Context: an optimization exercise on an open-source flow, tuned for small area. The choices shown serve that exercise and are no tape-out recipe.
Only simulation tests tie the RTL to the original design; equivalence was not proved.
Power figures rest on the tool's default switching activity, not on a simulated workload.

// regfile_sb
module regfile_sb #(
    parameter int XLEN     = 32,
    parameter int NREGS    = 32,
    parameter bit ZERO_REG = 1'b1,
    parameter bit BYPASS   = 1'b1,
    localparam int AW      = $clog2(NREGS)
) (
    input  logic            clk,
    input  logic            rst_n,
    input  logic            we3,
    input  logic [AW-1:0]   wa3,
    input  logic [XLEN-1:0] wd3,
    input  logic [AW-1:0]   ra1,
    input  logic [AW-1:0]   ra2,
    output logic [XLEN-1:0] rd1,
    output logic [XLEN-1:0] rd2,
    input  logic            sb_set,
    input  logic [AW-1:0]   sb_addr,
    output logic            pend1,
    output logic            pend2,
    input  logic            clr_req,
    output logic            clr_busy,
    output logic            clr_done
);
Settings: LEC_CHECK=0, CAP_MARGIN=20, CORE_MARGIN=2, CORE_UTILIZATION=40, CTS_BUF_LIST=sky130_fd_sc_hd__clkbuf_8, CTS_CLUSTER_DIAMETER=80, CTS_CLUSTER_SIZE=17, SLEW_MARGIN=20, SYNTH_HIERARCHICAL=1, SYNTH_MINIMUM_KEEP_SIZE=0; clock period 8.0 ns.
standard.sh (not shown) runs the stock make flow with config.mk's settings and CLKGATE_MAP_FILE= SYNTH_SCRIPT=/design/flow/synth_recipe.tcl, a recipe that flattens the netlist after the stock synthesis.
==> flow/flow/run.sh <==
#!/bin/bash
# Layout flow: the standard synthesis, then the standard ORFS steps with
# a few changes:
# - ports are buffered with buf_2 cells instead of the default delay buffers;
# - after placement, flow/rebuffer.tcl replaces the buffers that placement's
#   repair put on internal nets by resized drivers, buffers the outputs with
#   buf_1 cells, and repairs setup timing with a margin (see that file);
# - clock tree synthesis uses clkbuf_8 cells in clusters of at most 17 sinks
#   and inserts no dummy loads.
# Each step's full output goes to a log file in this folder.
set -e
bash standard.sh synth > synth.log 2>&1
export BUFFER_PORTS_ARGS="-buffer_cell sky130_fd_sc_hd__buf_2"
bash standard.sh place > place.log 2>&1
R=orfs/results/sky130hd/regfile_sb/base
PLATFORM_DIR=$FLOW_HOME/platforms/sky130hd IN_ODB=$R/3_place.odb IN_SDC=$R/3_place.sdc \
  OUT_ODB=$R/3_place.odb RB_MARGIN=0.9 RB_OUT_BUF=sky130_fd_sc_hd__buf_1 \
  openroad -no_init -exit flow/rebuffer.tcl > rebuffer.log 2>&1
export CTS_ARGS="-sink_clustering_enable -repair_clock_nets -dont_use_dummy_load -buf_list sky130_fd_sc_hd__clkbuf_8 -sink_clustering_size 17 -sink_clustering_max_diameter 80"
bash standard.sh finish > finish.log 2>&1
==> flow/flow/rebuffer.tcl <==
# After global and detailed placement: take out the buffers that placement's
# repair put on internal nets, buffer the ports again, and repair slew and
# capacitance by resizing drivers, with only the smallest buffers allowed.
# Then repair setup timing with a margin and legalize.
set pdir $::env(PLATFORM_DIR)
read_liberty $pdir/lib/sky130_fd_sc_hd__tt_025C_1v80.lib
read_db $::env(IN_ODB)
read_sdc $::env(IN_SDC)
source $pdir/setRC.tcl
# Routed nets come out with more capacitance than placement estimates; size
# for a scaled-up wire capacitance.
if {[info exists ::env(RB_CAP_SCALE)]} {
  set_wire_rc -signal -resistance 8.929e-04 -capacitance [expr {1.72375e-04 * $::env(RB_CAP_SCALE)}]
}
set_dont_use {sky130_fd_sc_hd__probe_p_8 sky130_fd_sc_hd__probec_p_8 sky130_fd_sc_hd__lpflow_*}
estimate_parasitics -placement
proc core_area {} {
  set a 0.0
  foreach inst [[ord::get_db_block] getInsts] {
    set m [$inst getMaster]
    if {[$m getType] eq "CORE"} { set a [expr {$a + double([$m getWidth]) * [$m getHeight]}] }
  }
  return [expr {$a / 1e6}]
}
proc status {tag} {
  puts "$tag: area [core_area] slewv [sta::max_slew_violation_count] capv [sta::max_capacitance_violation_count] ws [worst_slack -max]"
}
status before
remove_buffers
if {[info exists ::env(RB_OUT_BUF)]} {
  buffer_ports -inputs -buffer_cell sky130_fd_sc_hd__buf_2
  buffer_ports -outputs -buffer_cell $::env(RB_OUT_BUF)
} else {
  buffer_ports -buffer_cell sky130_fd_sc_hd__buf_2
}
estimate_parasitics -placement
status unbuffered
set_dont_use {sky130_fd_sc_hd__buf_4 sky130_fd_sc_hd__buf_6 sky130_fd_sc_hd__buf_8 sky130_fd_sc_hd__buf_12 sky130_fd_sc_hd__buf_16 sky130_fd_sc_hd__clkbuf_* sky130_fd_sc_hd__dlygate* sky130_fd_sc_hd__dlymetal* sky130_fd_sc_hd__clkdlybuf* sky130_fd_sc_hd__bufbuf* sky130_fd_sc_hd__bufinv*}
repair_design -slew_margin 20 -cap_margin 20
estimate_parasitics -placement
status repaired
repair_timing -setup -setup_margin $::env(RB_MARGIN)
estimate_parasitics -placement
status timed
detailed_placement
check_placement
write_db $::env(OUT_ODB)
Change:
==> flow/flow/run.sh (replaced) <==
#!/bin/bash
# Layout flow: the standard synthesis, then the standard ORFS steps with
# a few changes:
# - ports are buffered with buf_2 cells instead of the default delay buffers;
# - after placement, flow/rebuffer.tcl replaces the buffers that placement's
#   repair put on internal nets by resized drivers, buffers the outputs with
#   buf_1 cells, and repairs setup timing with a margin (see that file);
# - clock tree synthesis uses clkbuf_8 cells in clusters of at most 16 sinks
#   and inserts no dummy loads.
# Each step's full output goes to a log file in this folder.
set -e
bash standard.sh synth > synth.log 2>&1
export BUFFER_PORTS_ARGS="-buffer_cell sky130_fd_sc_hd__buf_2"
bash standard.sh place > place.log 2>&1
R=orfs/results/sky130hd/regfile_sb/base
PLATFORM_DIR=$FLOW_HOME/platforms/sky130hd IN_ODB=$R/3_place.odb IN_SDC=$R/3_place.sdc \
  OUT_ODB=$R/3_place.odb RB_MARGIN=0.6 RB_OUT_BUF=sky130_fd_sc_hd__buf_1 \
  openroad -no_init -exit flow/rebuffer.tcl > rebuffer.log 2>&1
export CTS_ARGS="-sink_clustering_enable -repair_clock_nets -dont_use_dummy_load -buf_list sky130_fd_sc_hd__clkbuf_8 -sink_clustering_size 16 -sink_clustering_max_diameter 80"
bash standard.sh finish > finish.log 2>&1
--- a/flow/flow/rebuffer.tcl
+++ b/flow/flow/rebuffer.tcl
@@ -29,5 +29,5 @@
 remove_buffers
 if {[info exists ::env(RB_OUT_BUF)]} {
-  buffer_ports -inputs -buffer_cell sky130_fd_sc_hd__buf_2
+  buffer_ports -inputs -buffer_cell [expr {[info exists ::env(RB_IN_BUF)] ? $::env(RB_IN_BUF) : "sky130_fd_sc_hd__buf_2"}]
   buffer_ports -outputs -buffer_cell $::env(RB_OUT_BUF)
 } else {
--- a/flow/config.mk
+++ b/flow/config.mk
@@ -11,5 +11,5 @@
 export CTS_BUF_LIST = sky130_fd_sc_hd__clkbuf_8
 export CTS_CLUSTER_DIAMETER = 80
-export CTS_CLUSTER_SIZE = 17
+export CTS_CLUSTER_SIZE = 16
 export SLEW_MARGIN = 20
 export SYNTH_HIERARCHICAL = 1
What happened: Critical path depth stays the same. Die area stays the same. Wire length stays flat. Core utilization stays flat. Synthesized area is unchanged. Clock power grows by about 2%. Setup slack is worse by 0.0056 ns.
Change:
--- a/flow/flow/run.sh
+++ b/flow/flow/run.sh
@@ -15,5 +15,5 @@
 R=orfs/results/sky130hd/regfile_sb/base
 PLATFORM_DIR=$FLOW_HOME/platforms/sky130hd IN_ODB=$R/3_place.odb IN_SDC=$R/3_place.sdc \
-  OUT_ODB=$R/3_place.odb RB_MARGIN=0.6 RB_OUT_BUF=sky130_fd_sc_hd__buf_1 \
+  OUT_ODB=$R/3_place.odb RB_MARGIN=0.9 RB_OUT_BUF=sky130_fd_sc_hd__buf_1 \
   openroad -no_init -exit flow/rebuffer.tcl > rebuffer.log 2>&1
 export CTS_ARGS="-sink_clustering_enable -repair_clock_nets -dont_use_dummy_load -buf_list sky130_fd_sc_hd__clkbuf_8 -sink_clustering_size 16 -sink_clustering_max_diameter 80"
--- a/flow/flow/rebuffer.tcl
+++ b/flow/flow/rebuffer.tcl
@@ -29,5 +29,5 @@
 remove_buffers
 if {[info exists ::env(RB_OUT_BUF)]} {
-  buffer_ports -inputs -buffer_cell [expr {[info exists ::env(RB_IN_BUF)] ? $::env(RB_IN_BUF) : "sky130_fd_sc_hd__buf_2"}]
+  buffer_ports -inputs -buffer_cell sky130_fd_sc_hd__buf_2
   buffer_ports -outputs -buffer_cell $::env(RB_OUT_BUF)
 } else {
After rerunning:
- The changed run went through all stages and came out clean
- worst setup slack improves by 0.16 ns
- total power is about the same
- via count barely changes
- design area barely changes
- core utilization is about the same
- global-route usage hardly moves
- hold slack improves by 0.0032 ns
- routed wire length is about the same
- critical path depth stays the same
- die area stays the same
- area after synthesis does not change
Change:
--- a/flow/flow/run.sh
+++ b/flow/flow/run.sh
@@ -15,5 +15,5 @@
 R=orfs/results/sky130hd/regfile_sb/base
 PLATFORM_DIR=$FLOW_HOME/platforms/sky130hd IN_ODB=$R/3_place.odb IN_SDC=$R/3_place.sdc \
-  OUT_ODB=$R/3_place.odb RB_MARGIN=0.9 RB_OUT_BUF=sky130_fd_sc_hd__buf_1 \
+  OUT_ODB=$R/3_place.odb RB_MARGIN=0.9 RB_SLEW_MARGIN=5 RB_OUT_BUF=sky130_fd_sc_hd__buf_1 \
   openroad -no_init -exit flow/rebuffer.tcl > rebuffer.log 2>&1
 export CTS_ARGS="-sink_clustering_enable -repair_clock_nets -dont_use_dummy_load -buf_list sky130_fd_sc_hd__clkbuf_8 -sink_clustering_size 16 -sink_clustering_max_diameter 80"
--- a/flow/flow/rebuffer.tcl
+++ b/flow/flow/rebuffer.tcl
@@ -1,5 +1,6 @@
 # After global and detailed placement: take out the buffers that placement's
 # repair put on internal nets, buffer the ports again, and repair slew and
-# capacitance by resizing drivers, with only the smallest buffers allowed.
+# capacitance by resizing drivers, with only the smallest buffers allowed
+# (with a small margin: the stages after clock tree synthesis repair again).
 # Then repair setup timing with a margin and legalize.
 set pdir $::env(PLATFORM_DIR)
@@ -37,5 +38,6 @@
 status unbuffered
 set_dont_use {sky130_fd_sc_hd__buf_4 sky130_fd_sc_hd__buf_6 sky130_fd_sc_hd__buf_8 sky130_fd_sc_hd__buf_12 sky130_fd_sc_hd__buf_16 sky130_fd_sc_hd__clkbuf_* sky130_fd_sc_hd__dlygate* sky130_fd_sc_hd__dlymetal* sky130_fd_sc_hd__clkdlybuf* sky130_fd_sc_hd__bufbuf* sky130_fd_sc_hd__bufinv*}
-repair_design -slew_margin 20 -cap_margin 20
+set rb_margin [expr {[info exists ::env(RB_SLEW_MARGIN)] ? $::env(RB_SLEW_MARGIN) : 20}]
+repair_design -slew_margin $rb_margin -cap_margin $rb_margin
 estimate_parasitics -placement
 status repaired
What happened: Design area hardly moves. Routed wire length stays flat. Total power hardly moves. Critical path depth stays the same. Cell count stays flat. Hold slack got worse by 0.0030 ns. Die area is unchanged. Sequential power stays flat.

[separate check: timing with driven ports]
The results above use ideal ports. As a check the final layouts listed here were re-extracted and re-timed, cells and wires unchanged. Step 1, drivers: a clkbuf_16 drives clk and a buf_2 each remaining input, both assumed. Step 2 moves the port delays by t, midway between the first and last clock arrival at a register: inputs arrive t later, outputs are due t later. That takes back most of the time a late clock gives input paths. Three values: no drivers, after step 1, after step 2; two values: the first two.
| run | t, ns | slack for setup (ns) | clock arrival spread, ns | worst slew at a driven data input, ns |
|---|---|---|---|---|
| the first run | 0.807 | 0.706 / 0.683 / 0.683 | 0.069 / 0.069 | 0.03 |
| the second run | 0.809 | 0.700 / 0.677 / 0.677 | 0.074 / 0.075 | 0.03 |
| the third run | 0.797 | 0.863 / 0.840 / 0.840 | 0.082 / 0.082 | 0.03 |
| the fourth run | 0.794 | 0.680 / 0.644 / 0.657 | 0.075 / 0.074 | 0.03 |
After both steps setup and hold are still met in every run listed.
